What follows belongs to an exercise in optimizing a design on an open flow for small area; a production flow would make more cautious choices. Function was checked by simulation only, so behaviour that the tests miss may differ from the original.

`design/flow/run.sh`:
```
#!/bin/bash
# synth_recipe.tcl (not shown) runs the flow's synth.tcl, then flattens the netlist and writes it again
# the make line also repeats each setting of config.mk as NAME=value (left out here)
make -C /OpenROAD-flow-scripts/flow DESIGN_CONFIG=/design/flow/config.mk WORK_HOME=/design/flow/orfs CLKGATE_MAP_FILE= SYNTH_SCRIPT=/design/flow/synth_recipe.tcl finish
```
`design/flow/config.mk`:
```
export PLATFORM = sky130hd
export DESIGN_NAME = fir_decim_top
export DESIGN_NICKNAME = fir_decim_top
export VERILOG_FILES = /design/flow/design.v
export SDC_FILE = /design/flow/constraint.sdc
export NUM_CORES = 4
export LEC_CHECK = 0
export CAP_MARGIN = 20
export CORE_MARGIN = 2
export CORE_UTILIZATION = 60
export CTS_BUF_LIST = sky130_fd_sc_hd__clkbuf_16
export CTS_CLUSTER_DIAMETER = 100
export CTS_CLUSTER_SIZE = 28
export PLACE_DENSITY = 0.72
export SLEW_MARGIN = 20
export SYNTH_HIERARCHICAL = 1
export SYNTH_MINIMUM_KEEP_SIZE = 0
```
`design/flow/constraint.sdc`:
```
create_clock -name core_clock -period 10.0 [get_ports {clk}]
set_input_delay 2.0000 -clock core_clock [delete_from_list [all_inputs] [get_ports {clk}]]
set_output_delay 2.0000 -clock core_clock [all_outputs]
set_load 0.01 [all_outputs]
```
`design/flow/design.v`:
```
`default_nettype none
package fir_decim_pkg;
    localparam int SAMPLE_W  = 18;
    localparam int ACC_W     = 48;
    localparam int TAP_CNT   = 34;
    localparam int TAP_W     = 6;
    localparam int DECIM     = 8;
    localparam int OUT_SHIFT = 16;
    function automatic logic signed [SAMPLE_W-1:0] fir_coef(input logic [TAP_W-1:0] idx);
        case (idx)
            6'd0: fir_coef = 2;
            6'd1: fir_coef = -18'sd10;
            6'd2: fir_coef = 26;
            6'd3: fir_coef = -18'sd59;
            6'd4: fir_coef = 113;
            6'd5: fir_coef = -18'sd202;
            6'd6: fir_coef = 334;
            6'd7: fir_coef = -18'sd529;
            6'd8: fir_coef = 802;
            6'd9: fir_coef = -18'sd1182;
            6'd10: fir_coef = 1701;
            6'd11: fir_coef = -18'sd2421;
            6'd12: fir_coef = 3441;
            6'd13: fir_coef = -18'sd4984;
            6'd14: fir_coef = 7619;
            6'd15: fir_coef = -18'sd13462;
            6'd16: fir_coef = 41571;
            6'd17: fir_coef = 41571;
            6'd18: fir_coef = -18'sd13462;
            6'd19: fir_coef = 7619;
            6'd20: fir_coef = -18'sd4984;
            6'd21: fir_coef = 3441;
            6'd22: fir_coef = -18'sd2421;
            6'd23: fir_coef = 1701;
            6'd24: fir_coef = -18'sd1182;
            6'd25: fir_coef = 802;
            6'd26: fir_coef = -18'sd529;
            6'd27: fir_coef = 334;
            6'd28: fir_coef = -18'sd202;
            6'd29: fir_coef = 113;
            6'd30: fir_coef = -18'sd59;
            6'd31: fir_coef = 26;
            6'd32: fir_coef = -18'sd10;
            6'd33: fir_coef = 2;
            default: fir_coef = '0;
        endcase
    endfunction
    localparam int SEL_W = 31;
    function automatic logic [SEL_W-1:0] fir_coef_sel(input logic [TAP_W-1:0] idx);
        case (idx)
            6'd0: fir_coef_sel = 31'h4000000C;   
            6'd1: fir_coef_sel = 31'h1CC;   
            6'd2: fir_coef_sel = 31'hC1C;   
            6'd3: fir_coef_sel = 31'h10CA;   
            6'd4: fir_coef_sel = 31'hC10A;   
            6'd5: fir_coef_sel = 31'h1A1CC;   
            6'd6: fir_coef_sel = 31'hAAA2C;   
            6'd7: fir_coef_sel = 31'h1C0101;   
            6'd8: fir_coef_sel = 31'h610C0C;   
            6'd9: fir_coef_sel = 31'h11AC0C;   
            6'd10: fir_coef_sel = 31'h6CCCCA;   
            6'd11: fir_coef_sel = 31'hECCA21;   
            6'd12: fir_coef_sel = 31'h51AC10A;   
            6'd13: fir_coef_sel = 31'h90CA10;   
            6'd14: fir_coef_sel = 31'h61C10C1;   
            6'd15: fir_coef_sel = 31'hD11C11C;   
            6'd16: fir_coef_sel = 31'h360CACC1;   
            6'd17: fir_coef_sel = 31'h360CACC1;   
            6'd18: fir_coef_sel = 31'hD11C11C;   
            6'd19: fir_coef_sel = 31'h61C10C1;   
            6'd20: fir_coef_sel = 31'h90CA10;   
            6'd21: fir_coef_sel = 31'h51AC10A;   
            6'd22: fir_coef_sel = 31'hECCA21;   
            6'd23: fir_coef_sel = 31'h6CCCCA;   
            6'd24: fir_coef_sel = 31'h11AC0C;   
            6'd25: fir_coef_sel = 31'h610C0C;   
            6'd26: fir_coef_sel = 31'h1C0101;   
            6'd27: fir_coef_sel = 31'hAAA2C;   
            6'd28: fir_coef_sel = 31'h1A1CC;   
            6'd29: fir_coef_sel = 31'hC10A;   
            6'd30: fir_coef_sel = 31'h10CA;   
            6'd31: fir_coef_sel = 31'hC1C;   
            6'd32: fir_coef_sel = 31'h1CC;   
            default: fir_coef_sel = '0;
        endcase
    endfunction
endpackage
`default_nettype wire
`default_nettype none
module dsp_mac (
    input  wire logic [35:0] acc,
    input  wire logic [17:0] x,
    input  wire logic [30:0] sel,
    output logic      [35:0] sum
);
    logic [17:0] xn;
    logic g0_0, g0_1, g0_2, g0_3, g0_4, g0_5, g0_6, g0_7, g0_8, g0_9, g0_10, g0_11, g0_12, g0_13, g0_14, g0_15, g0_16, g0_17, g0_18, cor0, g1_0, g1_1, g1_2, g1_3, g1_4, g1_5, g1_6, g1_7, g1_8, g1_9, g1_10, g1_11, g1_12, g1_13, g1_14, g1_15, g1_16, g1_17, g1_18, cor1, g2_0, g2_1, g2_2, g2_3, g2_4, g2_5, g2_6, g2_7, g2_8, g2_9, g2_10, g2_11, g2_12, g2_13, g2_14, g2_15, g2_16, g2_17, g2_18, cor2, g3_0, g3_1, g3_2, g3_3, g3_4, g3_5, g3_6, g3_7, g3_8, g3_9, g3_10, g3_11, g3_12, g3_13, g3_14, g3_15, g3_16, g3_17, g3_18, cor3, g4_0, g4_1, g4_2, g4_3, g4_4, g4_5, g4_6, g4_7, g4_8, g4_9, g4_10, g4_11, g4_12, g4_13, g4_14, g4_15, g4_16, g4_17, g4_18, cor4, g5_0, g5_1, g5_2, g5_3, g5_4, g5_5, g5_6, g5_7, g5_8, g5_9, g5_10, g5_11, g5_12, g5_13, g5_14, g5_15, g5_16, g5_17, g5_18, cor5, g6_0, g6_1, g6_2, g6_3, g6_4, g6_5, g6_6, g6_7, g6_8, g6_9, g6_10, g6_11, g6_12, g6_13, g6_14, g6_15, g6_16, g6_17, g6_18, cor6, g7_0, g7_1, g7_2, g7_3, g7_4, g7_5, g7_6, g7_7, g7_8, g7_9, g7_10, g7_11, g7_12, g7_13, g7_14, g7_15, g7_16, g7_17, g7_18, cor7, s1, c2, s3, c4, s5, c6, s7, c8, s9, c10, s11, c12, s13, c14, s15, c16, s17, c18, s19, c20, s21, c22, s23, c24, s25, c26, s27, c28, s29, c30, s31, c32, s33, c34, s35, c36, s37, c38, s39, c40, s41, c42, s43, c44, s45, c46, s47, c48, s49, c50, s51, c52, s53, c54, s55, c56, s57, c58, s59, c60, s61, c62, s63, c64, s65, c66, s67, c68, s69, c70, s71, c72, s73, c74, s75, c76, s77, c78, s79, c80, s81, c82, s83, c84, s85, c86, s87, c88, s89, c90, s91, c92, s93, c94, s95, c96, s97, c98, s99, c100, s101, c102, s103, c104, s105, c106, s107, c108, s109, c110, s111, c112, s113, c114, s115, c116, s117, c118, s119, c120, s121, c122, s123, c124, s125, c126, s127, c128, s129, c130, s131, c132, s133, c134, s135, c136, s137, c138, s139, c140, s141, c142, s143, c144, s145, c146, s147, c148, s149, c150, s151, c152, s153, c154, s155, c156, s157, c158, s159, c160, s161, c162, s163, c164, s165, c166, s167, c168, s169, c170, s171, c172, s173, c174, s175, c176, s177, c178, s179, c180, s181, c182, s183, c184, s185, c186, s187, c188, s189, c190, s191, c192, s193, c194, s195, c196, s197, c198, s199, c200, s201, c202, s203, c204, s205, c206, s207, c208, s209, c210, s211, c212, s213, c214, s215, c216, s217, c218, s219, c220, s221, c222, s223, c224, s225, c226, s227, c228, s229, c230, s231, c232, s233, c234, s235, c236, s237, c238, s239, c240, s241, c242, s243, c244, s245, c246, s247, c248, s249, c250, s251, c252, s253, c254, s255, c256, s257, c258, s259, c260, s261, c262, s263, c264, s265, c266, s267, c268, s269, c270, s271, c272, s273, c274, s275, c276, s277, c278, s279, c280, s281, c282, s283, c284, s285, c286, s287, c288, s289, c290, s291, c292, s293, c294, s295, c296, s297, c298, s299, c300, s301, c302, s303, c304, s305, c306, s307, c308, s309, c310, s311, c312, s313, c314, s315, c316, s317, c318, s319, c320, s321, c322, s323, c324, r325, r326, r327, r328, r329, r330, r331, r332, r333, r334, r335, r336, r337, r338, t339, r340, t341, r342, t343, r344, t345, r346, t347, r348, t349, r350, t351, r352, t353, r354, t355, r356, t357, r358, t359, r360, t361, r362, p363, q364, p365, q366, p367, q368, p369, q370, p371, q372, p373, q374, p375, q376, p377, q378, p379, q380, p381, q382, p383, q384, p385, k386, t387, r388, t389, r390, t391, r392, t393, r394, t395, r396, t397, r398, t399, r400, t401, r402, t403, r404, t405, p406, q407, p408, q409, p410, q411, p412, q413, p414, q415, p416, q417, p418, q419, p420, q421, p422, q423;
    assign xn = ~x;
    assign g0_0 = ~((sel[0] & x[0]) | (sel[1] & xn[0]) | sel[2]);
    assign g0_1 = ~((sel[0] & x[1]) | (sel[1] & xn[1]) | (sel[2] & xn[0]));
    assign g0_2 = ~((sel[0] & x[2]) | (sel[1] & xn[2]) | (sel[2] & xn[1]));
    assign g0_3 = ~((sel[0] & x[3]) | (sel[1] & xn[3]) | (sel[2] & xn[2]));
    assign g0_4 = ~((sel[0] & x[4]) | (sel[1] & xn[4]) | (sel[2] & xn[3]));
    assign g0_5 = ~((sel[0] & x[5]) | (sel[1] & xn[5]) | (sel[2] & xn[4]));
    assign g0_6 = ~((sel[0] & x[6]) | (sel[1] & xn[6]) | (sel[2] & xn[5]));
    assign g0_7 = ~((sel[0] & x[7]) | (sel[1] & xn[7]) | (sel[2] & xn[6]));
    assign g0_8 = ~((sel[0] & x[8]) | (sel[1] & xn[8]) | (sel[2] & xn[7]));
    assign g0_9 = ~((sel[0] & x[9]) | (sel[1] & xn[9]) | (sel[2] & xn[8]));
    assign g0_10 = ~((sel[0] & x[10]) | (sel[1] & xn[10]) | (sel[2] & xn[9]));
    assign g0_11 = ~((sel[0] & x[11]) | (sel[1] & xn[11]) | (sel[2] & xn[10]));
    assign g0_12 = ~((sel[0] & x[12]) | (sel[1] & xn[12]) | (sel[2] & xn[11]));
    assign g0_13 = ~((sel[0] & x[13]) | (sel[1] & xn[13]) | (sel[2] & xn[12]));
    assign g0_14 = ~((sel[0] & x[14]) | (sel[1] & xn[14]) | (sel[2] & xn[13]));
    assign g0_15 = ~((sel[0] & x[15]) | (sel[1] & xn[15]) | (sel[2] & xn[14]));
    assign g0_16 = ~((sel[0] & x[16]) | (sel[1] & xn[16]) | (sel[2] & xn[15]));
    assign g0_17 = ~((sel[0] & x[17]) | (sel[1] & xn[17]) | (sel[2] & xn[16]));
    assign g0_18 = (sel[0] & x[17]) | (sel[1] & xn[17]) | (sel[2] & xn[17]);
    assign cor0 = ~sel[3];
    assign g1_0 = ~((sel[5] & x[0]) | (sel[6] & xn[0]));
    assign g1_1 = ~((sel[4] & x[0]) | (sel[5] & x[1]) | (sel[6] & xn[1]));
    assign g1_2 = ~((sel[4] & x[1]) | (sel[5] & x[2]) | (sel[6] & xn[2]));
    assign g1_3 = ~((sel[4] & x[2]) | (sel[5] & x[3]) | (sel[6] & xn[3]));
    assign g1_4 = ~((sel[4] & x[3]) | (sel[5] & x[4]) | (sel[6] & xn[4]));
    assign g1_5 = ~((sel[4] & x[4]) | (sel[5] & x[5]) | (sel[6] & xn[5]));
    assign g1_6 = ~((sel[4] & x[5]) | (sel[5] & x[6]) | (sel[6] & xn[6]));
    assign g1_7 = ~((sel[4] & x[6]) | (sel[5] & x[7]) | (sel[6] & xn[7]));
    assign g1_8 = ~((sel[4] & x[7]) | (sel[5] & x[8]) | (sel[6] & xn[8]));
    assign g1_9 = ~((sel[4] & x[8]) | (sel[5] & x[9]) | (sel[6] & xn[9]));
    assign g1_10 = ~((sel[4] & x[9]) | (sel[5] & x[10]) | (sel[6] & xn[10]));
    assign g1_11 = ~((sel[4] & x[10]) | (sel[5] & x[11]) | (sel[6] & xn[11]));
    assign g1_12 = ~((sel[4] & x[11]) | (sel[5] & x[12]) | (sel[6] & xn[12]));
    assign g1_13 = ~((sel[4] & x[12]) | (sel[5] & x[13]) | (sel[6] & xn[13]));
    assign g1_14 = ~((sel[4] & x[13]) | (sel[5] & x[14]) | (sel[6] & xn[14]));
    assign g1_15 = ~((sel[4] & x[14]) | (sel[5] & x[15]) | (sel[6] & xn[15]));
    assign g1_16 = ~((sel[4] & x[15]) | (sel[5] & x[16]) | (sel[6] & xn[16]));
    assign g1_17 = ~((sel[4] & x[16]) | (sel[5] & x[17]) | (sel[6] & xn[17]));
    assign g1_18 = (sel[4] & x[17]) | (sel[5] & x[17]) | (sel[6] & xn[17]);
    assign cor1 = ~sel[7];
    assign g2_0 = ~((sel[8] & x[0]) | (sel[9] & xn[0]) | sel[10]);
    assign g2_1 = ~((sel[8] & x[1]) | (sel[9] & xn[1]) | (sel[10] & xn[0]));
    assign g2_2 = ~((sel[8] & x[2]) | (sel[9] & xn[2]) | (sel[10] & xn[1]));
    assign g2_3 = ~((sel[8] & x[3]) | (sel[9] & xn[3]) | (sel[10] & xn[2]));
    assign g2_4 = ~((sel[8] & x[4]) | (sel[9] & xn[4]) | (sel[10] & xn[3]));
    assign g2_5 = ~((sel[8] & x[5]) | (sel[9] & xn[5]) | (sel[10] & xn[4]));
    assign g2_6 = ~((sel[8] & x[6]) | (sel[9] & xn[6]) | (sel[10] & xn[5]));
    assign g2_7 = ~((sel[8] & x[7]) | (sel[9] & xn[7]) | (sel[10] & xn[6]));
    assign g2_8 = ~((sel[8] & x[8]) | (sel[9] & xn[8]) | (sel[10] & xn[7]));
    assign g2_9 = ~((sel[8] & x[9]) | (sel[9] & xn[9]) | (sel[10] & xn[8]));
    assign g2_10 = ~((sel[8] & x[10]) | (sel[9] & xn[10]) | (sel[10] & xn[9]));
    assign g2_11 = ~((sel[8] & x[11]) | (sel[9] & xn[11]) | (sel[10] & xn[10]));
    assign g2_12 = ~((sel[8] & x[12]) | (sel[9] & xn[12]) | (sel[10] & xn[11]));
    assign g2_13 = ~((sel[8] & x[13]) | (sel[9] & xn[13]) | (sel[10] & xn[12]));
    assign g2_14 = ~((sel[8] & x[14]) | (sel[9] & xn[14]) | (sel[10] & xn[13]));
    assign g2_15 = ~((sel[8] & x[15]) | (sel[9] & xn[15]) | (sel[10] & xn[14]));
    assign g2_16 = ~((sel[8] & x[16]) | (sel[9] & xn[16]) | (sel[10] & xn[15]));
    assign g2_17 = ~((sel[8] & x[17]) | (sel[9] & xn[17]) | (sel[10] & xn[16]));
    assign g2_18 = (sel[8] & x[17]) | (sel[9] & xn[17]) | (sel[10] & xn[17]);
    assign cor2 = ~sel[11];
    assign g3_0 = ~((sel[12] & x[0]) | (sel[13] & xn[0]) | sel[14]);
    assign g3_1 = ~((sel[12] & x[1]) | (sel[13] & xn[1]) | (sel[14] & xn[0]));
    assign g3_2 = ~((sel[12] & x[2]) | (sel[13] & xn[2]) | (sel[14] & xn[1]));
    assign g3_3 = ~((sel[12] & x[3]) | (sel[13] & xn[3]) | (sel[14] & xn[2]));
    assign g3_4 = ~((sel[12] & x[4]) | (sel[13] & xn[4]) | (sel[14] & xn[3]));
    assign g3_5 = ~((sel[12] & x[5]) | (sel[13] & xn[5]) | (sel[14] & xn[4]));
    assign g3_6 = ~((sel[12] & x[6]) | (sel[13] & xn[6]) | (sel[14] & xn[5]));
    assign g3_7 = ~((sel[12] & x[7]) | (sel[13] & xn[7]) | (sel[14] & xn[6]));
    assign g3_8 = ~((sel[12] & x[8]) | (sel[13] & xn[8]) | (sel[14] & xn[7]));
    assign g3_9 = ~((sel[12] & x[9]) | (sel[13] & xn[9]) | (sel[14] & xn[8]));
    assign g3_10 = ~((sel[12] & x[10]) | (sel[13] & xn[10]) | (sel[14] & xn[9]));
    assign g3_11 = ~((sel[12] & x[11]) | (sel[13] & xn[11]) | (sel[14] & xn[10]));
    assign g3_12 = ~((sel[12] & x[12]) | (sel[13] & xn[12]) | (sel[14] & xn[11]));
    assign g3_13 = ~((sel[12] & x[13]) | (sel[13] & xn[13]) | (sel[14] & xn[12]));
    assign g3_14 = ~((sel[12] & x[14]) | (sel[13] & xn[14]) | (sel[14] & xn[13]));
    assign g3_15 = ~((sel[12] & x[15]) | (sel[13] & xn[15]) | (sel[14] & xn[14]));
    assign g3_16 = ~((sel[12] & x[16]) | (sel[13] & xn[16]) | (sel[14] & xn[15]));
    assign g3_17 = ~((sel[12] & x[17]) | (sel[13] & xn[17]) | (sel[14] & xn[16]));
    assign g3_18 = (sel[12] & x[17]) | (sel[13] & xn[17]) | (sel[14] & xn[17]);
    assign cor3 = ~sel[15];
    assign g4_0 = ~((sel[16] & x[0]) | (sel[17] & xn[0]) | sel[18]);
    assign g4_1 = ~((sel[16] & x[1]) | (sel[17] & xn[1]) | (sel[18] & xn[0]));
    assign g4_2 = ~((sel[16] & x[2]) | (sel[17] & xn[2]) | (sel[18] & xn[1]));
    assign g4_3 = ~((sel[16] & x[3]) | (sel[17] & xn[3]) | (sel[18] & xn[2]));
    assign g4_4 = ~((sel[16] & x[4]) | (sel[17] & xn[4]) | (sel[18] & xn[3]));
    assign g4_5 = ~((sel[16] & x[5]) | (sel[17] & xn[5]) | (sel[18] & xn[4]));
    assign g4_6 = ~((sel[16] & x[6]) | (sel[17] & xn[6]) | (sel[18] & xn[5]));
    assign g4_7 = ~((sel[16] & x[7]) | (sel[17] & xn[7]) | (sel[18] & xn[6]));
    assign g4_8 = ~((sel[16] & x[8]) | (sel[17] & xn[8]) | (sel[18] & xn[7]));
    assign g4_9 = ~((sel[16] & x[9]) | (sel[17] & xn[9]) | (sel[18] & xn[8]));
    assign g4_10 = ~((sel[16] & x[10]) | (sel[17] & xn[10]) | (sel[18] & xn[9]));
    assign g4_11 = ~((sel[16] & x[11]) | (sel[17] & xn[11]) | (sel[18] & xn[10]));
    assign g4_12 = ~((sel[16] & x[12]) | (sel[17] & xn[12]) | (sel[18] & xn[11]));
    assign g4_13 = ~((sel[16] & x[13]) | (sel[17] & xn[13]) | (sel[18] & xn[12]));
    assign g4_14 = ~((sel[16] & x[14]) | (sel[17] & xn[14]) | (sel[18] & xn[13]));
    assign g4_15 = ~((sel[16] & x[15]) | (sel[17] & xn[15]) | (sel[18] & xn[14]));
    assign g4_16 = ~((sel[16] & x[16]) | (sel[17] & xn[16]) | (sel[18] & xn[15]));
    assign g4_17 = ~((sel[16] & x[17]) | (sel[17] & xn[17]) | (sel[18] & xn[16]));
    assign g4_18 = (sel[16] & x[17]) | (sel[17] & xn[17]) | (sel[18] & xn[17]);
    assign cor4 = ~sel[19];
    assign g5_0 = ~((sel[20] & x[0]) | (sel[21] & xn[0]));
    assign g5_1 = ~((sel[20] & x[1]) | (sel[21] & xn[1]));
    assign g5_2 = ~((sel[20] & x[2]) | (sel[21] & xn[2]));
    assign g5_3 = ~((sel[20] & x[3]) | (sel[21] & xn[3]));
    assign g5_4 = ~((sel[20] & x[4]) | (sel[21] & xn[4]));
    assign g5_5 = ~((sel[20] & x[5]) | (sel[21] & xn[5]));
    assign g5_6 = ~((sel[20] & x[6]) | (sel[21] & xn[6]));
    assign g5_7 = ~((sel[20] & x[7]) | (sel[21] & xn[7]));
    assign g5_8 = ~((sel[20] & x[8]) | (sel[21] & xn[8]));
    assign g5_9 = ~((sel[20] & x[9]) | (sel[21] & xn[9]));
    assign g5_10 = ~((sel[20] & x[10]) | (sel[21] & xn[10]));
    assign g5_11 = ~((sel[20] & x[11]) | (sel[21] & xn[11]));
    assign g5_12 = ~((sel[20] & x[12]) | (sel[21] & xn[12]));
    assign g5_13 = ~((sel[20] & x[13]) | (sel[21] & xn[13]));
    assign g5_14 = ~((sel[20] & x[14]) | (sel[21] & xn[14]));
    assign g5_15 = ~((sel[20] & x[15]) | (sel[21] & xn[15]));
    assign g5_16 = ~((sel[20] & x[16]) | (sel[21] & xn[16]));
    assign g5_17 = ~((sel[20] & x[17]) | (sel[21] & xn[17]));
    assign g5_18 = (sel[20] & x[17]) | (sel[21] & xn[17]);
    assign cor5 = ~sel[22];
    assign g6_0 = ~((sel[23] & x[0]) | (sel[24] & xn[0]) | sel[25]);
    assign g6_1 = ~((sel[23] & x[1]) | (sel[24] & xn[1]) | (sel[25] & xn[0]));
    assign g6_2 = ~((sel[23] & x[2]) | (sel[24] & xn[2]) | (sel[25] & xn[1]));
    assign g6_3 = ~((sel[23] & x[3]) | (sel[24] & xn[3]) | (sel[25] & xn[2]));
    assign g6_4 = ~((sel[23] & x[4]) | (sel[24] & xn[4]) | (sel[25] & xn[3]));
    assign g6_5 = ~((sel[23] & x[5]) | (sel[24] & xn[5]) | (sel[25] & xn[4]));
    assign g6_6 = ~((sel[23] & x[6]) | (sel[24] & xn[6]) | (sel[25] & xn[5]));
    assign g6_7 = ~((sel[23] & x[7]) | (sel[24] & xn[7]) | (sel[25] & xn[6]));
    assign g6_8 = ~((sel[23] & x[8]) | (sel[24] & xn[8]) | (sel[25] & xn[7]));
    assign g6_9 = ~((sel[23] & x[9]) | (sel[24] & xn[9]) | (sel[25] & xn[8]));
    assign g6_10 = ~((sel[23] & x[10]) | (sel[24] & xn[10]) | (sel[25] & xn[9]));
    assign g6_11 = ~((sel[23] & x[11]) | (sel[24] & xn[11]) | (sel[25] & xn[10]));
    assign g6_12 = ~((sel[23] & x[12]) | (sel[24] & xn[12]) | (sel[25] & xn[11]));
    assign g6_13 = ~((sel[23] & x[13]) | (sel[24] & xn[13]) | (sel[25] & xn[12]));
    assign g6_14 = ~((sel[23] & x[14]) | (sel[24] & xn[14]) | (sel[25] & xn[13]));
    assign g6_15 = ~((sel[23] & x[15]) | (sel[24] & xn[15]) | (sel[25] & xn[14]));
    assign g6_16 = ~((sel[23] & x[16]) | (sel[24] & xn[16]) | (sel[25] & xn[15]));
    assign g6_17 = ~((sel[23] & x[17]) | (sel[24] & xn[17]) | (sel[25] & xn[16]));
    assign g6_18 = (sel[23] & x[17]) | (sel[24] & xn[17]) | (sel[25] & xn[17]);
    assign cor6 = ~sel[26];
    assign g7_0 = ~((sel[27] & x[0]) | sel[28]);
    assign g7_1 = ~((sel[27] & x[1]) | (sel[28] & xn[0]));
    assign g7_2 = ~((sel[27] & x[2]) | (sel[28] & xn[1]));
    assign g7_3 = ~((sel[27] & x[3]) | (sel[28] & xn[2]));
    assign g7_4 = ~((sel[27] & x[4]) | (sel[28] & xn[3]));
    assign g7_5 = ~((sel[27] & x[5]) | (sel[28] & xn[4]));
    assign g7_6 = ~((sel[27] & x[6]) | (sel[28] & xn[5]));
    assign g7_7 = ~((sel[27] & x[7]) | (sel[28] & xn[6]));
    assign g7_8 = ~((sel[27] & x[8]) | (sel[28] & xn[7]));
    assign g7_9 = ~((sel[27] & x[9]) | (sel[28] & xn[8]));
    assign g7_10 = ~((sel[27] & x[10]) | (sel[28] & xn[9]));
    assign g7_11 = ~((sel[27] & x[11]) | (sel[28] & xn[10]));
    assign g7_12 = ~((sel[27] & x[12]) | (sel[28] & xn[11]));
    assign g7_13 = ~((sel[27] & x[13]) | (sel[28] & xn[12]));
    assign g7_14 = ~((sel[27] & x[14]) | (sel[28] & xn[13]));
    assign g7_15 = ~((sel[27] & x[15]) | (sel[28] & xn[14]));
    assign g7_16 = ~((sel[27] & x[16]) | (sel[28] & xn[15]));
    assign g7_17 = ~((sel[27] & x[17]) | (sel[28] & xn[16]));
    assign g7_18 = (sel[27] & x[17]) | (sel[28] & xn[17]);
    assign cor7 = ~sel[29];
    mac_ha u_ha1 (.a(acc[14]), .b(g0_14), .s(s1), .co(c2));
    mac_fa u_fa2 (.a(sel[30]), .b(acc[15]), .c(g0_15), .s(s3), .co(c4));
    mac_ha u_ha3 (.a(acc[16]), .b(g0_16), .s(s5), .co(c6));
    mac_ha u_ha4 (.a(acc[17]), .b(g0_17), .s(s7), .co(c8));
    assign s9 = ~(acc[18] ^ g0_18);
    assign c10 = acc[18] | g0_18;
    assign s11 = ~acc[19];
    assign c12 = acc[19];
    mac_ha u_ha5 (.a(acc[8]), .b(g0_8), .s(s13), .co(c14));
    mac_ha u_ha6 (.a(acc[9]), .b(g0_9), .s(s15), .co(c16));
    mac_fa u_fa7 (.a(acc[10]), .b(g0_10), .c(g1_8), .s(s17), .co(c18));
    mac_ha u_ha8 (.a(g2_6), .b(g3_4), .s(s19), .co(c20));
    mac_fa u_fa9 (.a(acc[11]), .b(g0_11), .c(g1_9), .s(s21), .co(c22));
    mac_ha u_ha10 (.a(g2_7), .b(g3_5), .s(s23), .co(c24));
    mac_fa u_fa11 (.a(acc[12]), .b(g0_12), .c(g1_10), .s(s25), .co(c26));
    mac_fa u_fa12 (.a(g2_8), .b(g3_6), .c(g4_4), .s(s27), .co(c28));
    mac_ha u_ha13 (.a(g5_2), .b(g6_0), .s(s29), .co(c30));
    mac_fa u_fa14 (.a(acc[13]), .b(g0_13), .c(g1_11), .s(s31), .co(c32));
    mac_fa u_fa15 (.a(g2_9), .b(g3_7), .c(g4_5), .s(s33), .co(c34));
    mac_ha u_ha16 (.a(g5_3), .b(g6_1), .s(s35), .co(c36));
    mac_fa u_fa17 (.a(g1_12), .b(g2_10), .c(g3_8), .s(s37), .co(c38));
    mac_fa u_fa18 (.a(g4_6), .b(g5_4), .c(g6_2), .s(s39), .co(c40));
    mac_fa u_fa19 (.a(g7_0), .b(cor7), .c(s1), .s(s41), .co(c42));
    mac_fa u_fa20 (.a(g1_13), .b(g2_11), .c(g3_9), .s(s43), .co(c44));
    mac_fa u_fa21 (.a(g4_7), .b(g5_5), .c(g6_3), .s(s45), .co(c46));
    mac_fa u_fa22 (.a(g7_1), .b(c2), .c(s3), .s(s47), .co(c48));
    mac_fa u_fa23 (.a(g1_14), .b(g2_12), .c(g3_10), .s(s49), .co(c50));
    mac_fa u_fa24 (.a(g4_8), .b(g5_6), .c(g6_4), .s(s51), .co(c52));
    mac_fa u_fa25 (.a(g7_2), .b(c4), .c(s5), .s(s53), .co(c54));
    mac_fa u_fa26 (.a(g1_15), .b(g2_13), .c(g3_11), .s(s55), .co(c56));
    mac_fa u_fa27 (.a(g4_9), .b(g5_7), .c(g6_5), .s(s57), .co(c58));
    mac_fa u_fa28 (.a(g7_3), .b(c6), .c(s7), .s(s59), .co(c60));
    mac_fa u_fa29 (.a(g1_16), .b(g2_14), .c(g3_12), .s(s61), .co(c62));
    mac_fa u_fa30 (.a(g4_10), .b(g5_8), .c(g6_6), .s(s63), .co(c64));
    mac_fa u_fa31 (.a(g7_4), .b(c8), .c(s9), .s(s65), .co(c66));
    mac_fa u_fa32 (.a(g1_17), .b(g2_15), .c(g3_13), .s(s67), .co(c68));
    mac_fa u_fa33 (.a(g4_11), .b(g5_9), .c(g6_7), .s(s69), .co(c70));
    mac_fa u_fa34 (.a(g7_5), .b(c10), .c(s11), .s(s71), .co(c72));
    mac_fa u_fa35 (.a(acc[20]), .b(g1_18), .c(g2_16), .s(s73), .co(c74));
    mac_fa u_fa36 (.a(g3_14), .b(g4_12), .c(g5_10), .s(s75), .co(c76));
    mac_fa u_fa37 (.a(g6_8), .b(g7_6), .c(c12), .s(s77), .co(c78));
    assign s79 = ~(acc[21] ^ g2_17);
    assign c80 = acc[21] | g2_17;
    mac_fa u_fa38 (.a(g3_15), .b(g4_13), .c(g5_11), .s(s81), .co(c82));
    mac_ha u_ha39 (.a(g6_9), .b(g7_7), .s(s83), .co(c84));
    mac_fa u_fa40 (.a(acc[22]), .b(g2_18), .c(g3_16), .s(s85), .co(c86));
    mac_fa u_fa41 (.a(g4_14), .b(g5_12), .c(g6_10), .s(s87), .co(c88));
    assign s89 = ~(acc[23] ^ g3_17);
    assign c90 = acc[23] | g3_17;
    mac_ha u_ha42 (.a(g4_15), .b(g5_13), .s(s91), .co(c92));
    mac_fa u_fa43 (.a(acc[24]), .b(g3_18), .c(g4_16), .s(s93), .co(c94));
    assign s95 = ~acc[25];
    assign c96 = acc[25];
    mac_ha u_ha44 (.a(acc[4]), .b(g0_4), .s(s97), .co(c98));
    mac_ha u_ha45 (.a(acc[5]), .b(g0_5), .s(s99), .co(c100));
    mac_fa u_fa46 (.a(acc[6]), .b(g0_6), .c(g1_4), .s(s101), .co(c102));
    mac_ha u_ha47 (.a(g2_2), .b(g3_0), .s(s103), .co(c104));
    mac_fa u_fa48 (.a(acc[7]), .b(g0_7), .c(g1_5), .s(s105), .co(c106));
    mac_ha u_ha49 (.a(g2_3), .b(g3_1), .s(s107), .co(c108));
    mac_fa u_fa50 (.a(g1_6), .b(g2_4), .c(g3_2), .s(s109), .co(c110));
    mac_fa u_fa51 (.a(g4_0), .b(cor4), .c(s13), .s(s111), .co(c112));
    mac_fa u_fa52 (.a(g1_7), .b(g2_5), .c(g3_3), .s(s113), .co(c114));
    mac_fa u_fa53 (.a(g4_1), .b(c14), .c(s15), .s(s115), .co(c116));
    mac_fa u_fa54 (.a(g4_2), .b(g5_0), .c(cor5), .s(s117), .co(c118));
    mac_fa u_fa55 (.a(c16), .b(s17), .c(s19), .s(s119), .co(c120));
    mac_fa u_fa56 (.a(g4_3), .b(g5_1), .c(c18), .s(s121), .co(c122));
    mac_fa u_fa57 (.a(c20), .b(s21), .c(s23), .s(s123), .co(c124));
    mac_fa u_fa58 (.a(cor6), .b(c22), .c(c24), .s(s125), .co(c126));
    mac_fa u_fa59 (.a(s25), .b(s27), .c(s29), .s(s127), .co(c128));
    mac_fa u_fa60 (.a(c26), .b(c28), .c(c30), .s(s129), .co(c130));
    mac_fa u_fa61 (.a(s31), .b(s33), .c(s35), .s(s131), .co(c132));
    mac_fa u_fa62 (.a(c32), .b(c34), .c(c36), .s(s133), .co(c134));
    mac_fa u_fa63 (.a(s37), .b(s39), .c(s41), .s(s135), .co(c136));
    mac_fa u_fa64 (.a(c38), .b(c40), .c(c42), .s(s137), .co(c138));
    mac_fa u_fa65 (.a(s43), .b(s45), .c(s47), .s(s139), .co(c140));
    mac_fa u_fa66 (.a(c44), .b(c46), .c(c48), .s(s141), .co(c142));
    mac_fa u_fa67 (.a(s49), .b(s51), .c(s53), .s(s143), .co(c144));
    mac_fa u_fa68 (.a(c50), .b(c52), .c(c54), .s(s145), .co(c146));
    mac_fa u_fa69 (.a(s55), .b(s57), .c(s59), .s(s147), .co(c148));
    mac_fa u_fa70 (.a(c56), .b(c58), .c(c60), .s(s149), .co(c150));
    mac_fa u_fa71 (.a(s61), .b(s63), .c(s65), .s(s151), .co(c152));
    mac_fa u_fa72 (.a(c62), .b(c64), .c(c66), .s(s153), .co(c154));
    mac_fa u_fa73 (.a(s67), .b(s69), .c(s71), .s(s155), .co(c156));
    mac_fa u_fa74 (.a(c68), .b(c70), .c(c72), .s(s157), .co(c158));
    mac_fa u_fa75 (.a(s73), .b(s75), .c(s77), .s(s159), .co(c160));
    mac_fa u_fa76 (.a(c74), .b(c76), .c(c78), .s(s161), .co(c162));
    mac_fa u_fa77 (.a(s79), .b(s81), .c(s83), .s(s163), .co(c164));
    mac_fa u_fa78 (.a(g7_8), .b(c80), .c(c82), .s(s165), .co(c166));
    mac_fa u_fa79 (.a(c84), .b(s85), .c(s87), .s(s167), .co(c168));
    mac_fa u_fa80 (.a(g6_11), .b(g7_9), .c(c86), .s(s169), .co(c170));
    mac_fa u_fa81 (.a(c88), .b(s89), .c(s91), .s(s171), .co(c172));
    mac_fa u_fa82 (.a(g5_14), .b(g6_12), .c(g7_10), .s(s173), .co(c174));
    mac_fa u_fa83 (.a(c90), .b(c92), .c(s93), .s(s175), .co(c176));
    mac_fa u_fa84 (.a(g4_17), .b(g5_15), .c(g6_13), .s(s177), .co(c178));
    mac_fa u_fa85 (.a(g7_11), .b(c94), .c(s95), .s(s179), .co(c180));
    mac_fa u_fa86 (.a(acc[26]), .b(g4_18), .c(g5_16), .s(s181), .co(c182));
    mac_fa u_fa87 (.a(g6_14), .b(g7_12), .c(c96), .s(s183), .co(c184));
    assign s185 = ~(acc[27] ^ g5_17);
    assign c186 = acc[27] | g5_17;
    mac_ha u_ha88 (.a(g6_15), .b(g7_13), .s(s187), .co(c188));
    mac_fa u_fa89 (.a(acc[28]), .b(g5_18), .c(g6_16), .s(s189), .co(c190));
    assign s191 = ~acc[29];
    assign c192 = acc[29];
    mac_ha u_ha90 (.a(acc[2]), .b(g0_2), .s(s193), .co(c194));
    mac_ha u_ha91 (.a(acc[3]), .b(g0_3), .s(s195), .co(c196));
    mac_fa u_fa92 (.a(g1_2), .b(g2_0), .c(cor2), .s(s197), .co(c198));
    mac_fa u_fa93 (.a(g1_3), .b(g2_1), .c(c98), .s(s199), .co(c200));
    mac_fa u_fa94 (.a(cor3), .b(c100), .c(s101), .s(s201), .co(c202));
    mac_fa u_fa95 (.a(c102), .b(c104), .c(s105), .s(s203), .co(c204));
    mac_fa u_fa96 (.a(c106), .b(c108), .c(s109), .s(s205), .co(c206));
    mac_fa u_fa97 (.a(c110), .b(c112), .c(s113), .s(s207), .co(c208));
    mac_fa u_fa98 (.a(c114), .b(c116), .c(s117), .s(s209), .co(c210));
    mac_fa u_fa99 (.a(c118), .b(c120), .c(s121), .s(s211), .co(c212));
    mac_fa u_fa100 (.a(c122), .b(c124), .c(s125), .s(s213), .co(c214));
    mac_fa u_fa101 (.a(c126), .b(c128), .c(s129), .s(s215), .co(c216));
    mac_fa u_fa102 (.a(c130), .b(c132), .c(s133), .s(s217), .co(c218));
    mac_fa u_fa103 (.a(c134), .b(c136), .c(s137), .s(s219), .co(c220));
    mac_fa u_fa104 (.a(c138), .b(c140), .c(s141), .s(s221), .co(c222));
    mac_fa u_fa105 (.a(c142), .b(c144), .c(s145), .s(s223), .co(c224));
    mac_fa u_fa106 (.a(c146), .b(c148), .c(s149), .s(s225), .co(c226));
    mac_fa u_fa107 (.a(c150), .b(c152), .c(s153), .s(s227), .co(c228));
    mac_fa u_fa108 (.a(c154), .b(c156), .c(s157), .s(s229), .co(c230));
    mac_fa u_fa109 (.a(c158), .b(c160), .c(s161), .s(s231), .co(c232));
    mac_fa u_fa110 (.a(c162), .b(c164), .c(s165), .s(s233), .co(c234));
    mac_fa u_fa111 (.a(c166), .b(c168), .c(s169), .s(s235), .co(c236));
    mac_fa u_fa112 (.a(c170), .b(c172), .c(s173), .s(s237), .co(c238));
    mac_fa u_fa113 (.a(c174), .b(c176), .c(s177), .s(s239), .co(c240));
    mac_fa u_fa114 (.a(c178), .b(c180), .c(s181), .s(s241), .co(c242));
    mac_fa u_fa115 (.a(c182), .b(c184), .c(s185), .s(s243), .co(c244));
    mac_fa u_fa116 (.a(g7_14), .b(c186), .c(c188), .s(s245), .co(c246));
    mac_fa u_fa117 (.a(g6_17), .b(g7_15), .c(c190), .s(s247), .co(c248));
    mac_fa u_fa118 (.a(acc[30]), .b(g6_18), .c(g7_16), .s(s249), .co(c250));
    assign s251 = ~acc[31];
    assign c252 = acc[31];
    mac_ha u_ha119 (.a(acc[0]), .b(g0_0), .s(s253), .co(c254));
    mac_ha u_ha120 (.a(acc[1]), .b(g0_1), .s(s255), .co(c256));
    mac_fa u_fa121 (.a(g1_0), .b(cor1), .c(s193), .s(s257), .co(c258));
    mac_fa u_fa122 (.a(g1_1), .b(c194), .c(s195), .s(s259), .co(c260));
    mac_fa u_fa123 (.a(s97), .b(c196), .c(s197), .s(s261), .co(c262));
    mac_fa u_fa124 (.a(s99), .b(c198), .c(s199), .s(s263), .co(c264));
    mac_fa u_fa125 (.a(s103), .b(c200), .c(s201), .s(s265), .co(c266));
    mac_fa u_fa126 (.a(s107), .b(c202), .c(s203), .s(s267), .co(c268));
    mac_fa u_fa127 (.a(s111), .b(c204), .c(s205), .s(s269), .co(c270));
    mac_fa u_fa128 (.a(s115), .b(c206), .c(s207), .s(s271), .co(c272));
    mac_fa u_fa129 (.a(s119), .b(c208), .c(s209), .s(s273), .co(c274));
    mac_fa u_fa130 (.a(s123), .b(c210), .c(s211), .s(s275), .co(c276));
    mac_fa u_fa131 (.a(s127), .b(c212), .c(s213), .s(s277), .co(c278));
    mac_fa u_fa132 (.a(s131), .b(c214), .c(s215), .s(s279), .co(c280));
    mac_fa u_fa133 (.a(s135), .b(c216), .c(s217), .s(s281), .co(c282));
    mac_fa u_fa134 (.a(s139), .b(c218), .c(s219), .s(s283), .co(c284));
    mac_fa u_fa135 (.a(s143), .b(c220), .c(s221), .s(s285), .co(c286));
    mac_fa u_fa136 (.a(s147), .b(c222), .c(s223), .s(s287), .co(c288));
    mac_fa u_fa137 (.a(s151), .b(c224), .c(s225), .s(s289), .co(c290));
    mac_fa u_fa138 (.a(s155), .b(c226), .c(s227), .s(s291), .co(c292));
    mac_fa u_fa139 (.a(s159), .b(c228), .c(s229), .s(s293), .co(c294));
    mac_fa u_fa140 (.a(s163), .b(c230), .c(s231), .s(s295), .co(c296));
    mac_fa u_fa141 (.a(s167), .b(c232), .c(s233), .s(s297), .co(c298));
    mac_fa u_fa142 (.a(s171), .b(c234), .c(s235), .s(s299), .co(c300));
    mac_fa u_fa143 (.a(s175), .b(c236), .c(s237), .s(s301), .co(c302));
    mac_fa u_fa144 (.a(s179), .b(c238), .c(s239), .s(s303), .co(c304));
    mac_fa u_fa145 (.a(s183), .b(c240), .c(s241), .s(s305), .co(c306));
    mac_fa u_fa146 (.a(s187), .b(c242), .c(s243), .s(s307), .co(c308));
    mac_fa u_fa147 (.a(s189), .b(c244), .c(s245), .s(s309), .co(c310));
    mac_fa u_fa148 (.a(s191), .b(c246), .c(s247), .s(s311), .co(c312));
    mac_fa u_fa149 (.a(c192), .b(c248), .c(s249), .s(s313), .co(c314));
    mac_fa u_fa150 (.a(g7_17), .b(c250), .c(s251), .s(s315), .co(c316));
    mac_fa u_fa151 (.a(acc[32]), .b(g7_18), .c(c252), .s(s317), .co(c318));
    assign s319 = ~acc[33];
    assign c320 = acc[33];
    assign s321 = ~acc[34];
    assign c322 = acc[34];
    assign s323 = ~acc[35];
    assign c324 = acc[35];
    mac_ha u_ha152 (.a(cor0), .b(s253), .s(sum[0]), .co(r325));
    mac_fa u_fa153 (.a(c254), .b(s255), .c(r325), .s(sum[1]), .co(r326));
    mac_fa u_fa154 (.a(c256), .b(s257), .c(r326), .s(sum[2]), .co(r327));
    mac_fa u_fa155 (.a(c258), .b(s259), .c(r327), .s(sum[3]), .co(r328));
    mac_fa u_fa156 (.a(c260), .b(s261), .c(r328), .s(sum[4]), .co(r329));
    mac_fa u_fa157 (.a(c262), .b(s263), .c(r329), .s(sum[5]), .co(r330));
    mac_fa u_fa158 (.a(c264), .b(s265), .c(r330), .s(sum[6]), .co(r331));
    mac_fa u_fa159 (.a(c266), .b(s267), .c(r331), .s(sum[7]), .co(r332));
    mac_fa u_fa160 (.a(c268), .b(s269), .c(r332), .s(sum[8]), .co(r333));
    mac_fa u_fa161 (.a(c270), .b(s271), .c(r333), .s(sum[9]), .co(r334));
    mac_fa u_fa162 (.a(c272), .b(s273), .c(r334), .s(sum[10]), .co(r335));
    mac_fa u_fa163 (.a(c274), .b(s275), .c(r335), .s(sum[11]), .co(r336));
    mac_fa u_fa164 (.a(c276), .b(s277), .c(r336), .s(sum[12]), .co(r337));
    mac_fa u_fa165 (.a(c278), .b(s279), .c(r337), .s(sum[13]), .co(r338));
    mac_ha u_ha166 (.a(c280), .b(s281), .s(t339), .co(r340));
    mac_fa u_fa167 (.a(c282), .b(s283), .c(r340), .s(t341), .co(r342));
    mac_fa u_fa168 (.a(c284), .b(s285), .c(r342), .s(t343), .co(r344));
    mac_fa u_fa169 (.a(c286), .b(s287), .c(r344), .s(t345), .co(r346));
    mac_fa u_fa170 (.a(c288), .b(s289), .c(r346), .s(t347), .co(r348));
    mac_fa u_fa171 (.a(c290), .b(s291), .c(r348), .s(t349), .co(r350));
    mac_fa u_fa172 (.a(c292), .b(s293), .c(r350), .s(t351), .co(r352));
    mac_fa u_fa173 (.a(c294), .b(s295), .c(r352), .s(t353), .co(r354));
    mac_fa u_fa174 (.a(c296), .b(s297), .c(r354), .s(t355), .co(r356));
    mac_fa u_fa175 (.a(c298), .b(s299), .c(r356), .s(t357), .co(r358));
    mac_fa u_fa176 (.a(c300), .b(s301), .c(r358), .s(t359), .co(r360));
    mac_fa u_fa177 (.a(c302), .b(s303), .c(r360), .s(t361), .co(r362));
    assign sum[14] = t339 ^ r338;
    assign p363 = t339;
    assign q364 = r338 & p363;
    assign sum[15] = t341 ^ q364;
    assign p365 = p363 & t341;
    assign q366 = r338 & p365;
    assign sum[16] = t343 ^ q366;
    assign p367 = p365 & t343;
    assign q368 = r338 & p367;
    assign sum[17] = t345 ^ q368;
    assign p369 = p367 & t345;
    assign q370 = r338 & p369;
    assign sum[18] = t347 ^ q370;
    assign p371 = p369 & t347;
    assign q372 = r338 & p371;
    assign sum[19] = t349 ^ q372;
    assign p373 = p371 & t349;
    assign q374 = r338 & p373;
    assign sum[20] = t351 ^ q374;
    assign p375 = p373 & t351;
    assign q376 = r338 & p375;
    assign sum[21] = t353 ^ q376;
    assign p377 = p375 & t353;
    assign q378 = r338 & p377;
    assign sum[22] = t355 ^ q378;
    assign p379 = p377 & t355;
    assign q380 = r338 & p379;
    assign sum[23] = t357 ^ q380;
    assign p381 = p379 & t357;
    assign q382 = r338 & p381;
    assign sum[24] = t359 ^ q382;
    assign p383 = p381 & t359;
    assign q384 = r338 & p383;
    assign sum[25] = t361 ^ q384;
    assign p385 = p383 & t361;
    assign k386 = r362 | (r338 & p385);
    mac_ha u_ha178 (.a(c304), .b(s305), .s(t387), .co(r388));
    mac_fa u_fa179 (.a(c306), .b(s307), .c(r388), .s(t389), .co(r390));
    mac_fa u_fa180 (.a(c308), .b(s309), .c(r390), .s(t391), .co(r392));
    mac_fa u_fa181 (.a(c310), .b(s311), .c(r392), .s(t393), .co(r394));
    mac_fa u_fa182 (.a(c312), .b(s313), .c(r394), .s(t395), .co(r396));
    mac_fa u_fa183 (.a(c314), .b(s315), .c(r396), .s(t397), .co(r398));
    mac_fa u_fa184 (.a(c316), .b(s317), .c(r398), .s(t399), .co(r400));
    mac_fa u_fa185 (.a(c318), .b(s319), .c(r400), .s(t401), .co(r402));
    mac_fa u_fa186 (.a(c320), .b(s321), .c(r402), .s(t403), .co(r404));
    assign t405 = c322 ^ s323 ^ r404;
    assign sum[26] = t387 ^ k386;
    assign p406 = t387;
    assign q407 = k386 & p406;
    assign sum[27] = t389 ^ q407;
    assign p408 = p406 & t389;
    assign q409 = k386 & p408;
    assign sum[28] = t391 ^ q409;
    assign p410 = p408 & t391;
    assign q411 = k386 & p410;
    assign sum[29] = t393 ^ q411;
    assign p412 = p410 & t393;
    assign q413 = k386 & p412;
    assign sum[30] = t395 ^ q413;
    assign p414 = p412 & t395;
    assign q415 = k386 & p414;
    assign sum[31] = t397 ^ q415;
    assign p416 = p414 & t397;
    assign q417 = k386 & p416;
    assign sum[32] = t399 ^ q417;
    assign p418 = p416 & t399;
    assign q419 = k386 & p418;
    assign sum[33] = t401 ^ q419;
    assign p420 = p418 & t401;
    assign q421 = k386 & p420;
    assign sum[34] = t403 ^ q421;
    assign p422 = p420 & t403;
    assign q423 = k386 & p422;
    assign sum[35] = t405 ^ q423;
endmodule
module mac_fa (
    input  wire logic a,
    input  wire logic b,
    input  wire logic c,
    output logic      s,
    output logic      co
);
    assign s  = a ^ b ^ c;
    assign co = (a & b) | (c & (a ^ b));
endmodule
module mac_ha (
    input  wire logic a,
    input  wire logic b,
    output logic      s,
    output logic      co
);
    assign s  = a ^ b;
    assign co = a & b;
endmodule
`default_nettype wire
`default_nettype none
module fir_decim_top(
    input  wire logic                                       clk,
    input  wire logic                                       reset,
    input  wire logic                                       sample_in_rdy,
    input  wire logic signed [fir_decim_pkg::SAMPLE_W-1:0] sample_in_l,
    input  wire logic signed [fir_decim_pkg::SAMPLE_W-1:0] sample_in_r,
    output logic                                            sample_out_rdy,
    output logic      signed [fir_decim_pkg::SAMPLE_W-1:0] sample_out_l,
    output logic      signed [fir_decim_pkg::SAMPLE_W-1:0] sample_out_r,
    output logic                                            overrun,
    output logic                                            init_done
);
    localparam int SW  = fir_decim_pkg::SAMPLE_W;
    localparam int SLW = fir_decim_pkg::SEL_W;
    localparam int AW  = 36;    
    localparam int WIN = 40;    
    logic [5:0] cnt, cnt_d;      
    logic [2:0] pidx, pidx_d;    
    logic       win, win_d;      
    logic       init_d;
    logic       acc_valid;
    logic       is_wait, accept, win_last, done;
    assign is_wait  = init_done && (cnt == '0);
    assign accept   = is_wait && sample_in_rdy;
    assign win_last = win && (cnt == 6'd1);
    always_comb begin
        cnt_d  = cnt;
        pidx_d = pidx;
        win_d  = win;
        if (accept) begin
            pidx_d = pidx + 1'b1;
            cnt_d  = (pidx == 3'd7) ? 6'(WIN) : 6'd1;
            win_d  = (pidx == 3'd7);
        end else if (cnt != '0) begin
            cnt_d = cnt - 1'b1;
            if (cnt == 6'd1) win_d = 1'b0;
        end
        init_d = init_done || (cnt == 6'd1);
    end
    always_ff @(posedge clk or posedge reset) begin
        if (reset) begin
            cnt       <= 6'd34;
            pidx      <= '0;
            win       <= 1'b0;
            acc_valid <= 1'b0;
            overrun   <= 1'b0;
            init_done <= 1'b0;
        end else begin
            cnt       <= cnt_d;
            pidx      <= pidx_d;
            win       <= win_d;
            init_done <= init_d;
            acc_valid <= win_last;
            overrun   <= sample_in_rdy && !is_wait;
        end
    end
    localparam int QD = 4;
    logic [2*SW-1:0] q [QD];
    logic [QD-1:0]   qv;           
    logic [QD-1:0]   qmv;          
    logic [2*SW-1:0] xr;
    logic [2:0]      xc, xc_d;     
    logic [2:0]      xp, xp_d;     
    logic            ext, ext_d;   
    logic            late, late_d; 
    logic            x_free, x_load, q_push, rebase, tap32;
    assign x_free = (xc <= 3'd1) && !ext && !(xc == 3'd1 && xp == 3'd7);
    assign x_load = x_free && (qv[QD-1] || (accept && qv == '0));
    assign q_push = accept && !(x_load && !qv[QD-1]);
    logic [QD-1:0] qlv;
    always_comb begin
        qlv[QD-1] = x_load && qv[QD-1];
        qmv[QD-1] = qv[QD-2] && (!qv[QD-1] || qlv[QD-1]);
        for (int i = QD - 2; i >= 1; i--) begin
            qlv[i] = qmv[i+1];
            qmv[i] = qv[i-1] && (!qv[i] || qlv[i]);
        end
        qlv[0] = qmv[1];
        qmv[0] = q_push;
    end
    assign tap32 = ext && late && (jh == 2'd3);
    always_comb begin
        xc_d   = x_load ? 3'd4 : (xc != '0) ? xc - 1'b1 : xc;
        xp_d   = x_load ? xp + 1'b1 : xp;
        ext_d  = (xc == 3'd1 && xp == 3'd7) || (ext && !tap32);
        late_d = !x_load && (late || done);
    end
    assign rebase = done;
    always_ff @(posedge clk or posedge reset) begin
        if (reset) begin
            qv <= '0;
            xc <= '0;
            xp <= 3'd7;
            ext  <= 1'b0;
            late <= 1'b0;
        end else begin
            qv <= qmv | (qv & ~qlv);
            xc <= xc_d;
            xp <= xp_d;
            ext  <= ext_d;
            late <= late_d;
        end
    end
    always_ff @(posedge clk) begin
        if (q_push) q[0] <= {sample_in_l, sample_in_r};
        for (int i = 1; i < QD - 1; i++) begin
            if (qmv[i]) q[i] <= q[i-1];
        end
        if (qmv[QD-1] || x_load && xp == 3'd6) q[QD-1] <= qmv[QD-1] ? q[QD-2] : xr;
        if (x_load) xr <= qv[QD-1] ? q[QD-1] : {sample_in_l, sample_in_r};
    end
    logic [1:0] jh, jh_d;
    assign jh_d = rebase ? jh : jh + 1'b1;
    always_ff @(posedge clk or posedge reset) begin
        if (reset) begin
            jh <= '0;
        end else begin
            jh <= jh_d;
        end
    end
    assign done = (xc != '0) && (xp == 3'd7) && (jh == 2'd0) && !late;
    logic [SLW-1:0] sel;
    logic           tap_on_d;
    logic [2:0]     tap_j_d;
    assign tap_on_d = (xc_d != '0) || (ext_d && late_d && jh_d == 2'd3);
    assign tap_j_d  = {1'b0, jh_d} + {2'b0, late_d};
    always_ff @(posedge clk) begin
        sel <= tap_on_d ? fir_decim_pkg::fir_coef_sel({tap_j_d, ~xp_d}) : '0;
    end
    logic [AW-1:0]   ring_l [4];
    logic [AW-1:0]   ring_r [4];
    logic [AW-1:0]   sum_l, sum_r, rst_l, rst_r;
    logic [2*SW-1:0] y6;
    assign y6 = q[QD-1];
    logic            clr, clr_y6;
    assign rst_l = clr_y6 ? {{(AW-SW-1){y6[2*SW-1]}}, y6[2*SW-1:SW], 1'b0} : '0;
    assign rst_r = clr_y6 ? {{(AW-SW-1){y6[SW-1]}},   y6[SW-1:0],    1'b0} : '0;
    dsp_mac u_mac_l (.acc(ring_l[0]), .x(xr[2*SW-1:SW]), .sel(sel), .sum(sum_l));
    dsp_mac u_mac_r (.acc(ring_r[0]), .x(xr[SW-1:0]),    .sel(sel), .sum(sum_r));
    always_ff @(posedge clk) begin
        clr       <= !init_done || done;
        clr_y6    <= done;
        ring_l[0] <= ring_l[1];
        ring_r[0] <= ring_r[1];
        ring_l[1] <= ring_l[2];
        ring_r[1] <= ring_r[2];
        ring_l[2] <= clr ? rst_l : ring_l[3];
        ring_r[2] <= clr ? rst_r : ring_r[3];
        ring_l[3] <= sum_l;
        ring_r[3] <= sum_r;
    end
    localparam int HW = AW - fir_decim_pkg::OUT_SHIFT;    
    function automatic logic [SW-1:0] sat(input logic [HW-1:0] s);
        if (s[HW-1:SW-1] == '0 || s[HW-1:SW-1] == '1) begin
            sat = s[SW-1:0];
        end else begin
            sat = {s[HW-1], {(SW-1){!s[HW-1]}}};
        end
    endfunction
    logic [HW-1:0] hold_l, hold_r;
    always_ff @(posedge clk) begin
        if (done) begin
            hold_l <= sum_l[AW-1:AW-HW];
            hold_r <= sum_r[AW-1:AW-HW];
        end
    end
    always_ff @(posedge clk or posedge reset) begin
        if (reset) begin
            sample_out_rdy <= 1'b0;
            sample_out_l   <= '0;
            sample_out_r   <= '0;
        end else begin
            sample_out_rdy <= acc_valid;
            sample_out_l   <= acc_valid ? sat(hold_l) : '0;
            sample_out_r   <= acc_valid ? sat(hold_r) : '0;
        end
    end
endmodule
`default_nettype wire
```
==> notes.md, run 1 <==
- Status: no timing/DRC/antenna violations
- Post-synth EDFFs: 220
- Share of cells above drive strength 1: 0.0900
- 1st-pass router iterations: 6
- Mapped Nets: 2999
- Final core occ: 0.659
- Post-route clock period utilization: 0.961
- Residual DRC: 0
- Initial antenna violation count: 0
- Worst skew pair latency: 0.63 ns
- Antenna Nets Post-Route: 0
- Hold Crit Class: reg -> reg
- Vias in the first global route: 20733
- Row cnt: 83
- Post-cts hold buffer count: 0
- Die area: 53700 µm²
- Mean area per synthesized cell: 12.2 µm²
- Worst Reg-to-Reg Cells: 22
- Slew Limit Fails: 0
- Crit path kind: reg -> reg
- Core box area: 51300 µm²
- HP Start: ring_r[2][3]
- WP data arrival: 9.97 ns
- RD Place Congestion: 0.973
- First-pass GRT wire length: 130 mm
- Async set-reset flop share out of synthesis: 0.106
- DP HPWL: 59.4 mm
- Yosys top cell area share: 0.212
- CP required: 10.36 ns
- Type of origin of the critical path: flip-flop
- Post-synthesis cell type count: 65
- NumNets Final: 3028
- Clock sinks: 602
- Max stage delay on crit path: 0.74 ns
- CP dominant cell by count: fa_1
- Post-Synthesis Cells: 2548
- GR Overflow Total: 0
- CTS tree: yes
- Critical R2R Capture: hold_r[17]
- Critical-path cell list: inv_1 > a221oi_1 > ha_1 > fa_1 > fa_1 > fa_1 > fa_1 > fa_1 > fa_1 > fa_1 > fa_1 > fa_1 > fa_1 > fa_1 > fa_1 > fa_1 > fa_1 > fa_1 > nand4_1 > nor4_4 > o21ai_0 > xnor2_1
- Starting density of the core: 0.607
- Largest net degree at the start of global routing: 65
- Die Y: 232 µm
- Slowest stage cell, crit path: edfxtp_1
- IO Port Bufs: 77
- Tmin final: 9.61 ns
- Ranking of synthesized cells by area: edfxtp_1 (21%), fa_1 (21%), dfxtp_1 (20%)
- Final instance area: 33800 µm²
- Clk pin slew, worst setup/hold paths: 0.11 ns
- CTS Buf Count: 29
- Via count: 20229
- Final hold violations: 0
- CTS Buffer Depth: 3
- Synth Warn #: 13
- Actual slew at the worst max-slew pin: 1.20 ns
- Hold WS: 0.323 ns
- Worst R2R Setup Slack: 0.39 ns
- Final WL: 85.0 mm
- GRT Resource Usage Total: 0.324
- IO Count: 78
- Fmax: 0.104 GHz
- H-tree depth: 1
- RR Startpoint: xr[13]
- WL per Instance: 25.9 µm
- MaxCap Viol Count: 0
- DP Area: 32800 µm²
- Worst-path fanout max: 15
- Starting DRT DRC Count: 2134
- Area Overhead vs Synth: 8.54%
- Setup tns final: 0 ns
- Post-CTS setup buffers: 0
- Seq cells post-synth: 602
- Worst Setup End Kind: flip-flop
- Clock root cell: clkbuf_16
- Cts repair resizes: 0
- Post-synthesis sequential area ratio: 0.468
- Hold endpoint: ring_r[1][3]
- # setup viols final: 0
- Hold path depth: 0
- RSZ-0062 raised after global routing: false
- Top_reg_cell synth: dfxtp_1
- Post-Syn Area: 31100 µm²
- Worst slew margin: 0.200
- Post-synth top area cell: edfxtp_1
- Setup Skew: 0.0482 ns
- Die W: 232 µm
- Vias/cell: 6.17
Yosys stat by module, one instance, submodules excluded:
module / cells inside / times used / area (µm²)
fir_decim_top: 1252 / 1 / 18400
dsp_mac: 462 / 2 / 2810
mac_fa: 1 / 326 / 20.0
mac_ha: 1 / 46 / 12.5
final cells by class:
cell class | count | area (µm²)
Antenna cell | 1 | 2.50
Clock buffer | 30 | 751
Clock inverter | 24 | 208
Fill cell | 3831 | 17500
Inverter | 189 | 711
Multi-Input combinational cell | 1594 | 15300
Sequential cell | 602 | 14600
Tap cell | 680 | 851
Timing Repair Buffer | 161 | 1430
how the worst max path moves through the flow:
stage               startpoint    endpoint  slack, ns
floorplan               sel[8]  hold_l[19]       1.53
global placement        sel[7]  hold_l[13]       0.41
detailed placement      sel[1]  hold_l[19]       0.51
CTS                     sel[1]  hold_l[19]       0.51
global route            xr[13]  hold_r[17]       0.14
finish                  xr[13]  hold_r[17]       0.39
worst max-delay path: cells and delay by family, from the launching register on:
kind	cells	cell delay [ns]
adders and majority gates	16	6.87
DFF	1	0.74
AOI/OAI and AO/OA	2	0.63
and+or+nand+nor	2	0.62
buffers and inverters	1	0.29
xor gates and xnor gates	1	0.18
metrics by stage:
| step | worst slack, ns | instances |
|---|---|---|
| 3_3_place_gp | 0.414 | 3225 |
| 6_report | 0.393 | 3281 |
| 3_5_place_dp | 0.510 | 3225 |
| 5_1_grt | 0.142 | 3280 |
| 2_1_floorplan | 1.53 | 2548 |
| 4_1_cts | 0.510 | 3279 |
cell families (layout without fill, tap and decap cells):
| group | count (synthesis) | in the layout | synth area share |
|---|---|---|---|
| flops | 602 | 602 | 0.468 |
| buf+inv | 352 | 404 | 0.0426 |
| mux | 120 | 120 | 0.0418 |
| xor+xnor | 53 | 53 | 0.0149 |
| fa+ha+maj | 412 | 412 | 0.244 |
| compound gates | 504 | 504 | 0.108 |
| simple gates | 505 | 505 | 0.0809 |
| other cells | 0 | 1 | 0 |
layer usage:
metal,track usage,up-vias,share of wire
li1,-,8815,-
met2,0.497,936,0.45
met5,0,-,0
met1,0.481,10338,0.44
met4,0.0875,0,0.030
met3,0.0561,140,0.080
synth_stat cells (all sizes together) (59+ instances only):
master,number
nand2,155
dfrtp,59
nor2,119
dfxtp,318
a21oi,88
a221oi,139
clkbuf,138
mux2,81
o21ai,175
edfxtp,220
nor2b,84
inv,188
fa,326
and2,74
ha,86
state kept, by name, summed over array words and instances, names as in the netlist, 2 cells and up:
| register | flops |
|---|---|
| q | 144 |
| ring_l | 144 |
| ring_r | 144 |
| xr | 36 |
| sel | 28 |
| hold_l | 20 |
| hold_r | 20 |
| sample_out_l | 18 |
| sample_out_r | 18 |
| cnt | 6 |
| qv | 4 |
| pidx | 3 |
| xc | 3 |
| xp | 3 |
| jh | 2 |
layout by cell type, fill, tap and decap left out, drive strengths merged, types with 14 or more instances in the layout:
cell type      synthesis  final
a21oi                 88     88
a221oi               139    139
a22oi                 35     35
and2                  74     74
buf                   25     84
clkbuf               138     30
clkdlybuf4s50          0     77
dfrtp                 59     59
dfxtp                318    318
edfxtp               220    220
fa                   326    326
ha                    86     86
inv                  188    208
mux2                  81     81
mux2i                 39     39
nand2                155    155
nand3                 18     18
nor2                 119    119
nor2b                 84     84
nor3                  15     15
o21ai                175    175
xnor2                 39     39
xor2                  14     14
==> run 2: changes to the inputs <==
--- a/design/flow/config.mk
+++ b/design/flow/config.mk
@@ -7,11 +7,10 @@
 export LEC_CHECK = 0
 export CAP_MARGIN = 20
 export CORE_MARGIN = 2
-export CORE_UTILIZATION = 60
+export CORE_UTILIZATION = 40
 export CTS_BUF_LIST = sky130_fd_sc_hd__clkbuf_16
 export CTS_CLUSTER_DIAMETER = 100
 export CTS_CLUSTER_SIZE = 28
-export PLACE_DENSITY = 0.72
 export SLEW_MARGIN = 20
 export SYNTH_HIERARCHICAL = 1
 export SYNTH_MINIMUM_KEEP_SIZE = 0
==> notes.md, run 2 <==
- Cts repair resizes: 0 (unchanged)
- Post-route clock period utilization: 0.946 (-0.0146)
- First-pass GRT wire length: 130 mm (+0.28%)
- Post-synth top area cell: edfxtp_1
- Ranking of synthesized cells by area: edfxtp_1 (21%), fa_1 (21%), dfxtp_1 (20%)
- Async set-reset flop share out of synthesis: 0.106 (unchanged)
- Status: no timing/DRC/antenna violations
- H-tree depth: 1 (unchanged)
- MaxCap Viol Count: 0 (unchanged)
- RD Place Congestion: 0.916 (-5.8%)
- Mux contribution to synthesized area: 0.0418 (unchanged)
- GR Overflow Total: 0 (unchanged)
- Placed cells: 3589 (+11%)
- Die area: 80100 µm² (+49%)
- Critical R2R Capture: hold_l[19]
- CTS tree: yes
- WP data arrival: 9.82 ns (-0.15 ns)
- Adder-cell share of the synthesized area: 0.244 (unchanged)
- Clock root cell: clkbuf_16
- Largest family of logic cells by synthesized area: adder cells
- Seq cells post-synth: 602 (unchanged)
- IO Count: 78 (unchanged)
- NumNets Final: 3032 (+0.13%)
- Clk pin slew, worst setup/hold paths: 0.10 ns (about the same)
- Yosys top cell area share: 0.212 (unchanged)
- Post-synthesis sequential area ratio: 0.468 (unchanged)
- Mean area per synthesized cell: 12.2 µm² (unchanged)
- RR Startpoint: sel[8]
- Met2 Use GR: 0.324 (-0.173)
- Post-cts hold buffer count: 0 (unchanged)
- Post-Synthesis Cells: 2548 (unchanged)
- Hold endpoint: ring_r[1][24]
- GR Layer Usage met3: 0.0293 (-0.0268)
- Via count: 19817 (-2.0%)
- Worst Setup End Kind: flip-flop
- Setup tns final: 0 ns (unchanged)
- Area Overhead vs Synth: 10.2%
- Post-synthesis cell type count: 65 (unchanged)
- Worst-path fanout max: 20 (+5)
- Compound-Gate Fraction of Synth Area: 0.108 (unchanged)
- WL per Instance: 23.2 µm (-11%)
- Worst slew margin: 0.251 (+0.0514)
- Initial antenna violation count: 2 (+2)
- Share of cells above drive strength 1: 0.0917 (+0.00175)
- DP HPWL: 61.1 mm (+2.8%)
- Clock sinks: 602 (unchanged)
- Worst Reg-to-Reg Cells: 23 (+4.5%)
==> run 2: cell counts after synthesis <==
Identical to the previous run, type by type.
==> run 2: area by class of cell <==
| cell class | instances | area, µm² | area share |
|---|---|---|---|
| multi-input cells | 1594 | 15300 | 0.445 |
| clock buffers | 31 | 776 | 0.0226 |
| clock inverters | 25 | 231 | 0.00675 |
| flip-flops and latches | 602 | 14600 | 0.425 |
| well taps | 1040 | 1300 | 0.0379 |
| repair buffers | 164 | 1440 | 0.0419 |
| inverters | 189 | 709 | 0.0207 |
| diodes | 1 | 2.50 | 0.0000729 |
==> run 2: critical path, cell delays in order (launching register included) <==
cell       delay [ns]
dfxtp_1          0.97
buf_4            0.34
nand2_1          0.06
o21ai_0          0.11
a21oi_1          0.08
fa_1             0.51
fa_1             0.46
fa_1             0.55
fa_1             0.44
fa_1             0.43
fa_1             0.44
fa_1             0.40
fa_1             0.40
fa_1             0.45
fa_1             0.41
fa_1             0.40
fa_1             0.40
fa_1             0.39
fa_1             0.39
fa_1             0.55
nand4_1          0.16
nor4_4           0.47
o2111ai_1        0.19
xnor2_1          0.17
==> run 2: worst max path at each step <==
stage / end / cells after the start
floorplan: hold_l[19] / 25
global placement: hold_l[13] / 22
detailed placement: hold_l[19] / 21
CTS: hold_l[19] / 21
global route: hold_r[13] / 21
finish: hold_l[19] / 23
==> run 2: layer usage <==
layer | wire length [µm] | part of all wire
met2 | 37900 | 0.45
met3 | 5050 | 0.060
met1 | 39800 | 0.47
met4 | 1720 | 0.020
met5 | 0 | 0
==> run 2: logic make-up after synthesis <==
kind of cell / Yosys count
compound gates: 504
xor+xnor: 53
fa+ha+maj: 412
buf+inv: 352
flops: 602
mux: 120
simple gates: 505
==> run 2: modules after synthesis, one instance, submodules excluded <==
module         area [µm²]  times used  cells inside  flops+latches
fir_decim_top       18400           1          1252            602
mac_ha               12.5          46             1              0
dsp_mac              2810           2           462              0
mac_fa               20.0         326             1              0
==> run 2: per-stage QoR <==
step	setup slack (ns)	utilization	instance area (µm²)
floorplan	1.53	-	31100
global placement	0.552	0.431	33300
detailed placement	0.607	0.431	33300
CTS	0.555	0.444	34300
global route	0.254	0.444	34300
finish	0.539	0.444	34300

[port drivers added, routing unchanged]
No port has a modelled driver above. Below, the same layouts with a new extraction and two added sets of constraints.
Step 1 sets driving cells, clkbuf_16 on the clock port and buf_2 on the other inputs (assumed; they add their load-dependent delay and slew).
Step 2 times the ports against the registers' clock, not the clock port: input delays grow and output delays shrink by t, the midpoint of the rising clock arrivals with the driver on.
Slacks: ideal ports / drivers / drivers and shift; pairs: ideal ports / drivers.
run	t, ns	setup slack, ns	worst data-port slew with drivers (ns)
run 1	0.670	0.393 / 0.393 / 0.393	0.08
run 2	0.671	0.539 / 0.539 / 0.539	0.08
After both steps every run listed still meets setup and hold.
